Context: an optimization exercise on an open-source flow, tuned for small area and a short achievable clock period. The choices shown serve that exercise and are no tape-out recipe.
The RTL was checked by simulation tests, not by an equivalence proof against the original design.
Power figures rest on the tool's default switching activity, not on a simulated workload.

== main ==
==> flow/design.v (excerpt) <==
module tdc_time_accum_top (
   input  logic         clk,
   input  logic         rst,
   input  logic [87:0]  int_data,
   input  logic [87:0]  frac_data,
   input  logic [7:0]   ch_mask,
   input  logic         start,
   input  logic [15:0]  acc_len,
   input  logic         acc_clear,
   output logic [36:0]  out_sum,
   output logic [15:0]  out_cnt,
   output logic         out_dval,
   output logic         busy
);
   tdc_time_accum u_accum (
      .clk       (clk),
      .rst       (rst),
      .int_data  (int_data),
      .frac_data (frac_data),
      .ch_mask   (ch_mask),
      .start     (start),
      .acc_len   (acc_len),
      .acc_clear (acc_clear),
      .out_sum   (out_sum),
      .out_cnt   (out_cnt),
      .out_dval  (out_dval),
      .busy      (busy)
   );
endmodule
Size: ~430 flip-flops, about 19000 um^2 of cells after synthesis.
export LEC_CHECK = 0
export ABC_AREA = 1
export ABC_CLOCK_PERIOD_IN_PS = 2000
export CAP_MARGIN = 20
export CORE_MARGIN = 2
export CORE_UTILIZATION = 40
export CTS_BUF_LIST = sky130_fd_sc_hd__clkbuf_8 sky130_fd_sc_hd__clkbuf_16
export CTS_CLUSTER_DIAMETER = 80
export CTS_CLUSTER_SIZE = 20
export PLACE_DENSITY = 0.6
export SETUP_SLACK_MARGIN = 2.0
export SLEW_MARGIN = 20
create_clock -name core_clock -period 4.0 [get_ports {clk}]
standard.sh (not shown) runs the stock make flow with config.mk's settings and CLKGATE_MAP_FILE= SYNTH_SCRIPT=/design/flow/synth_recipe.tcl, a recipe that flattens the netlist after the stock synthesis.
==> flow/flow/run.sh <==
#!/bin/bash
set -e
export BUFFER_PORTS_ARGS="-buffer_cell sky130_fd_sc_hd__buf_1"
bash standard.sh > standard_flow.log 2>&1
main | status: complete | timing, DRC, antenna: pass
> inputs changed (main -> the feature branch)
Settings: SETUP_SLACK_MARGIN: 2.0 -> 1.8.
Results
main completed end to end with timing, DRC and antenna clean. The feature branch | stages: all done | timing, DRC, antenna: all pass. | buffer depth of the longest clock path | main vs the feature branch | ≈ equal |. The feature branch gives less power consumed by the clock network than main did. Global-route usage: lower on the feature branch. The register-to-register slack in the feature branch sits 0.20 ns below the value recorded for main. Looking only at critical-path maximum fanout, and setting everything else aside, the higher value of main and the feature branch goes to main. Diff main -> the feature branch: total of plain and repair buffers excluding clock buffers now sits lower; hold slack comparable.

========
## green
tdc_time_accum_top again, from the RTL that the note above started with.
export LEC_CHECK = 0
export ABC_AREA = 1
export ABC_CLOCK_PERIOD_IN_PS = 2000
export CAP_MARGIN = 20
export CORE_MARGIN = 2
export CORE_UTILIZATION = 40
export CTS_BUF_LIST = sky130_fd_sc_hd__clkbuf_8 sky130_fd_sc_hd__clkbuf_16
export CTS_CLUSTER_DIAMETER = 100
export CTS_CLUSTER_SIZE = 25
export GPL_ROUTABILITY_DRIVEN = 0
export PLACE_DENSITY = 0.6
export SETUP_SLACK_MARGIN = 2.0
export SLEW_MARGIN = 20
create_clock -name core_clock -period 4.0 [get_ports {clk}]
Scripts as last shown in full above: flow/flow/run.sh
The final layout from green, which completed every stage, passed the timing, design-rule and antenna checks at the end of the flow.
Relative to green, the following input files were edited for red:
# green
export LEC_CHECK = 0
export ABC_AREA = 1
export ABC_CLOCK_PERIOD_IN_PS = 2000
export CAP_MARGIN = 20
export CORE_MARGIN = 2
export CORE_UTILIZATION = 40
export CTS_BUF_LIST = sky130_fd_sc_hd__clkbuf_8 sky130_fd_sc_hd__clkbuf_16
export CTS_CLUSTER_DIAMETER = 100
export CTS_CLUSTER_SIZE = 25
export GPL_ROUTABILITY_DRIVEN = 0
export PLACE_DENSITY = 0.6
export SETUP_SLACK_MARGIN = 2.0
export SLEW_MARGIN = 20
create_clock -name core_clock -period 4.0 [get_ports {clk}]
# red
export LEC_CHECK = 0
export ABC_AREA = 1
export ABC_CLOCK_PERIOD_IN_PS = 2000
export CAP_MARGIN = 20
export CORE_MARGIN = 2
export CORE_UTILIZATION = 40
export CTS_BUF_LIST = sky130_fd_sc_hd__clkbuf_8 sky130_fd_sc_hd__clkbuf_16
export CTS_CLUSTER_DIAMETER = 100
export CTS_CLUSTER_SIZE = 25
export PLACE_DENSITY = 0.6
export SETUP_SLACK_MARGIN = 2.05
export SLEW_MARGIN = 20
create_clock -name core_clock -period 4.0 [get_ports {clk}]
==> notes.md <==
- red ran to completion and came out clean on the timing, design-rule and antenna checks.
- Per the comparison of red with green, count of clock buffers in the final design lower, wire length reported by the detailed router higher, layout-stage area growth over the synthesis result higher.
- Going from green to red, total met3 wirelength after detailed routing shrinks by about 10%.
- Status: clock period minus worst slack parity (green, red)
- green and red ended up with nearly the same least setup slack across all paths after layout.
- Antenna diode count: green vs red identical
- On max-slew headroom at the worst pin: between green and red, it ends up lower for green.
- Highest clock rate of red is on par with green.
- Design area was higher in the run labelled red.
- Total power delta (red − green): unfavourable

========
== job 2515 ==
The RTL this note starts from:
==> flow/design.v <==
package tdc_pkg;
   localparam int N_CH   = 8;
   localparam int INT_W  = 11;
   localparam int FRAC_W = 11;
   localparam int SCALE  = 50;
   localparam int ACC_W  = 16;
   localparam int EV_W   = 20;
   localparam int ACC_SW = 36;
   localparam int OUT_W  = 37;
endpackage
module tdc_add_tree (
   input  logic        clk,
   input  logic [87:0] int_data,
   input  logic [87:0] frac_data,
   input  logic [7:0]  ch_mask,
   input  logic        v3,
   output logic [19:0] ev_o
);
   logic [7:0][10:0] mi, mf;
   for (genvar i = 0; i < 8; i++) begin : g_mask
      assign mi[i] = int_data[11*i +: 11]  & {11{ch_mask[i]}};
      assign mf[i] = frac_data[11*i +: 11] & {11{ch_mask[i]}};
   end
   logic [3:0][13:0] r0i_d, r0f_d, r0i_q, r0f_q;
   csa8to4 u_c0i (.m(mi), .r(r0i_d));
   csa8to4 u_c0f (.m(mf), .r(r0f_d));
   logic [13:0] s1i, c1i, s1f, c1f;
   logic [13:0] s1i_q, c1i_q, s1f_q, c1f_q;
   csa4to2 u_c1i (.r(r0i_q), .s(s1i), .c(c1i));
   csa4to2 u_c1f (.r(r0f_q), .s(s1f), .c(c1f));
   logic [13:0] si_q, sf_q;
   logic [19:0] a3, b3, c3, d3, t3s, t3c, e3s, e3c, e3s_q, e3c_q;
   assign a3  = {1'b0, si_q, 5'd0};
   assign b3  = {2'b0, si_q, 4'd0};
   assign c3  = {5'b0, si_q, 1'b0};
   assign d3  = {6'b0, sf_q};
   assign t3s = a3 ^ b3 ^ c3;
   assign t3c = {((a3[18:0] & b3[18:0]) | (a3[18:0] & c3[18:0]) | (b3[18:0] & c3[18:0])), 1'b0};
   assign e3s = t3s ^ t3c ^ d3;
   assign e3c = {((t3s[18:0] & t3c[18:0]) | (t3s[18:0] & d3[18:0]) | (t3c[18:0] & d3[18:0])), 1'b0};
   logic [19:0] e4_q;
   always_ff @(posedge clk) begin
      r0i_q <= r0i_d;
      r0f_q <= r0f_d;
      s1i_q <= s1i;
      c1i_q <= c1i;
      s1f_q <= s1f;
      c1f_q <= c1f;
      si_q  <= s1i_q + c1i_q;
      sf_q  <= s1f_q + c1f_q;
      e3s_q <= e3s;
      e3c_q <= e3c;
   end
   always_ff @(posedge clk) begin
      e4_q <= v3 ? (e3s_q + e3c_q) : 20'd0;
   end
   assign ev_o = e4_q;
endmodule
module csa8to4 (
   input  logic [7:0][10:0] m,
   output logic [3:0][13:0] r
);
   logic [13:0] x0, x1, x2, x3, x4, x5, x6, x7;
   logic [13:0] sa, ca, sb, cb;
   assign x0 = 14'(m[0]);
   assign x1 = 14'(m[1]);
   assign x2 = 14'(m[2]);
   assign x3 = 14'(m[3]);
   assign x4 = 14'(m[4]);
   assign x5 = 14'(m[5]);
   assign x6 = 14'(m[6]);
   assign x7 = 14'(m[7]);
   assign sa = x0 ^ x1 ^ x2;
   assign ca = {((x0[12:0] & x1[12:0]) | (x0[12:0] & x2[12:0]) | (x1[12:0] & x2[12:0])), 1'b0};
   assign sb = x3 ^ x4 ^ x5;
   assign cb = {((x3[12:0] & x4[12:0]) | (x3[12:0] & x5[12:0]) | (x4[12:0] & x5[12:0])), 1'b0};
   assign r[0] = sa ^ ca ^ sb;
   assign r[1] = {((sa[12:0] & ca[12:0]) | (sa[12:0] & sb[12:0]) | (ca[12:0] & sb[12:0])), 1'b0};
   assign r[2] = cb ^ x6 ^ x7;
   assign r[3] = {((cb[12:0] & x6[12:0]) | (cb[12:0] & x7[12:0]) | (x6[12:0] & x7[12:0])), 1'b0};
endmodule
module csa4to2 (
   input  logic [3:0][13:0] r,
   output logic [13:0]      s,
   output logic [13:0]      c
);
   logic [13:0] t, u;
   assign t = r[0] ^ r[1] ^ r[2];
   assign u = {((r[0][12:0] & r[1][12:0]) | (r[0][12:0] & r[2][12:0]) | (r[1][12:0] & r[2][12:0])), 1'b0};
   assign s = t ^ u ^ r[3];
   assign c = {((t[12:0] & u[12:0]) | (t[12:0] & r[3][12:0]) | (u[12:0] & r[3][12:0])), 1'b0};
endmodule
module tdc_time_accum (
   input  logic        clk,
   input  logic        rst,
   input  logic [87:0] int_data,
   input  logic [87:0] frac_data,
   input  logic [7:0]  ch_mask,
   input  logic        start,
   input  logic [15:0] acc_len,
   input  logic        acc_clear,
   output logic [36:0] out_sum,
   output logic [15:0] out_cnt,
   output logic        out_dval,
   output logic        busy
);
   logic [4:0]       vld_q;
   logic [4:0][15:0] len_q;
   logic             le1_q;     
   logic [19:0]      ev;        
   tdc_add_tree u_tree (
      .clk       (clk),
      .int_data  (int_data),
      .frac_data (frac_data),
      .ch_mask   (ch_mask),
      .v3        (vld_q[3]),
      .ev_o      (ev)
   );
   always_ff @(posedge clk or posedge rst) begin
      if (rst) begin
         vld_q <= '0;
      end else begin
         vld_q <= {vld_q[3:0], start};
      end
   end
   always_ff @(posedge clk) begin
      len_q <= {len_q[3:0], acc_len};
      le1_q <= (len_q[3][15:1] == 15'd0);
   end
   logic        acc_st_q;    
   logic        acc_st_d;
   logic [35:0] acc_q;
   logic [15:0] rem_q;       
   logic [15:0] blen_q;      
   logic [35:0] sum_q;
   logic [15:0] ocnt_q;
   logic        dval_q;
   logic        busy_q;
   logic [35:0] add;
   logic        last, finish, done;
   assign add    = acc_q + 36'(ev);
   assign last   = (rem_q == 16'd2);
   assign finish = acc_st_q ? last : le1_q;
   assign done   = vld_q[4] & finish & ~acc_clear;
   always_comb begin
      acc_st_d = acc_st_q;
      if (acc_clear) begin
         acc_st_d = 1'b0;
      end else if (vld_q[4]) begin
         acc_st_d = ~finish;
      end
   end
   always_ff @(posedge clk or posedge rst) begin
      if (rst) begin
         acc_st_q <= 1'b0;
         sum_q    <= '0;
         ocnt_q   <= '0;
         dval_q   <= 1'b0;
         busy_q   <= 1'b0;
      end else begin
         acc_st_q <= acc_st_d;
         if (done) begin
            sum_q  <= add;
            ocnt_q <= acc_st_q ? blen_q : 16'd1;
         end
         dval_q <= done;
         busy_q <= acc_st_d | start | (|vld_q[3:0]);
      end
   end
   always_ff @(posedge clk) begin
      acc_q <= (~acc_clear & (vld_q[4] ? ~finish : acc_st_q)) ? add : 36'd0;
      if (vld_q[4]) begin
         rem_q <= acc_st_q ? rem_q - 16'd1 : len_q[4];
      end
      if (vld_q[4] & ~acc_st_q) begin
         blen_q <= len_q[4];
      end
   end
   assign out_sum  = {1'b0, sum_q};
   assign out_cnt  = ocnt_q;
   assign out_dval = dval_q;
   assign busy     = busy_q;
endmodule
module tdc_time_accum_top (
   input  logic         clk,
   input  logic         rst,
   input  logic [87:0]  int_data,
   input  logic [87:0]  frac_data,
   input  logic [7:0]   ch_mask,
   input  logic         start,
   input  logic [15:0]  acc_len,
   input  logic         acc_clear,
   output logic [36:0]  out_sum,
   output logic [15:0]  out_cnt,
   output logic         out_dval,
   output logic         busy
);
   tdc_time_accum u_accum (
      .clk       (clk),
      .rst       (rst),
      .int_data  (int_data),
      .frac_data (frac_data),
      .ch_mask   (ch_mask),
      .start     (start),
      .acc_len   (acc_len),
      .acc_clear (acc_clear),
      .out_sum   (out_sum),
      .out_cnt   (out_cnt),
      .out_dval  (out_dval),
      .busy      (busy)
   );
endmodule
==> flow/config.mk <==
export PLATFORM = sky130hd
export DESIGN_NAME = tdc_time_accum_top
export DESIGN_NICKNAME = tdc_time_accum_top
export VERILOG_FILES = /design/flow/design.v
export SDC_FILE = /design/flow/constraint.sdc
export NUM_CORES = 4
export LEC_CHECK = 0
export ABC_AREA = 1
export ABC_CLOCK_PERIOD_IN_PS = 2000
export CAP_MARGIN = 20
export CORE_MARGIN = 2
export CORE_UTILIZATION = 65
export CTS_BUF_LIST = sky130_fd_sc_hd__clkbuf_8 sky130_fd_sc_hd__clkbuf_16
export CTS_CLUSTER_DIAMETER = 80
export CTS_CLUSTER_SIZE = 20
export PLACE_DENSITY = 0.75
export SETUP_SLACK_MARGIN = 1.8
export SLEW_MARGIN = 20
==> flow/constraint.sdc <==
create_clock -name core_clock -period 4.0 [get_ports {clk}]
set_input_delay 0.8000 -clock core_clock [delete_from_list [all_inputs] [get_ports {clk}]]
set_output_delay 0.8000 -clock core_clock [all_outputs]
set_load 0.01 [all_outputs]
==> flow/flow/run.sh <==
#!/bin/bash
set -e
export BUFFER_PORTS_ARGS="-buffer_cell sky130_fd_sc_hd__buf_2"
bash standard.sh > standard_flow.log 2>&1
Job 2515 completed every stage of the flow, and the final layout passed the timing, design-rule and antenna checks.
Here is what was changed in the inputs of job 9769 compared with job 2515.
Settings: CORE_UTILIZATION now 40, was 65; PLACE_DENSITY now 0.6, was 0.75.
### Flow results
- Both conditions hold for job 9769: the flow ran to the end and the final layout passed the timing, design-rule and antenna checks.
- Compared with job 2515, in job 9769 instance area at placement moved up, fill cell instance count of the final layout moved up, power moved up.
#### Input delta (job 4997 over job 9769)
Settings: clearing ABC_AREA, which used to be 1.
## What came out
[job 4997] area of the multi-input gates rose 510 µm² relative to job 9769
Compared with job 9769, job 4997 shows initial antenna violation count higher by 2.
Run comparison: job 4997 classification of the worst-slack hold path primary input to asynchronous set/reset pin; job 9769 classification of the worst-slack hold path register to register
Re number of clock sinks seen by CTS: no difference whatsoever between job 4997 and job 9769.
Job 4997 reports a higher total chip power than job 9769 does.

## static timing again, ports no longer ideal
No port has a modelled driver above. Below, the same layouts with a new extraction and two added sets of constraints. Step 1 (the two cells are an assumption about what drives the block):
set clk [get_ports {clk}]
set_driving_cell -lib_cell sky130_fd_sc_hd__clkbuf_16 $clk
set_driving_cell -lib_cell sky130_fd_sc_hd__buf_2 [delete_from_list [all_inputs] $clk]
Step 2, shift: input delay + t, output delay - t, t = (earliest + latest rising clock arrival at the registers) / 2. This alone moves slack from input paths to output paths. a / b / c = ideal ports / drivers / drivers and shift; a / b = the first two.
run | shift t [ns] | setup WS [ns] | worst register clock-pin slew, ns
main | 0.625 | 2.024 / 1.978 / 1.427 | 0.09 / 0.09
the feature branch | 0.618 | 1.858 / 1.858 / 1.524 | 0.09 / 0.09
green | 0.603 | 2.051 / 2.001 / 1.484 | 0.10 / 0.10
red | 0.603 | 2.053 / 2.000 / 1.503 | 0.10 / 0.10
job 2515 | 0.603 | 1.887 / 1.887 / 1.368 | 0.09 / 0.09
job 9769 | 0.618 | 1.965 / 1.968 / 1.384 | 0.08 / 0.08
job 4997 | 0.591 | 1.544 / 1.544 / 1.426 | 0.09 / 0.09
After both steps setup and hold are still met in every run listed. For main, which loses most, drivers alone change the setup slack by -0.046 ns; drivers and shift together by -0.597 ns.
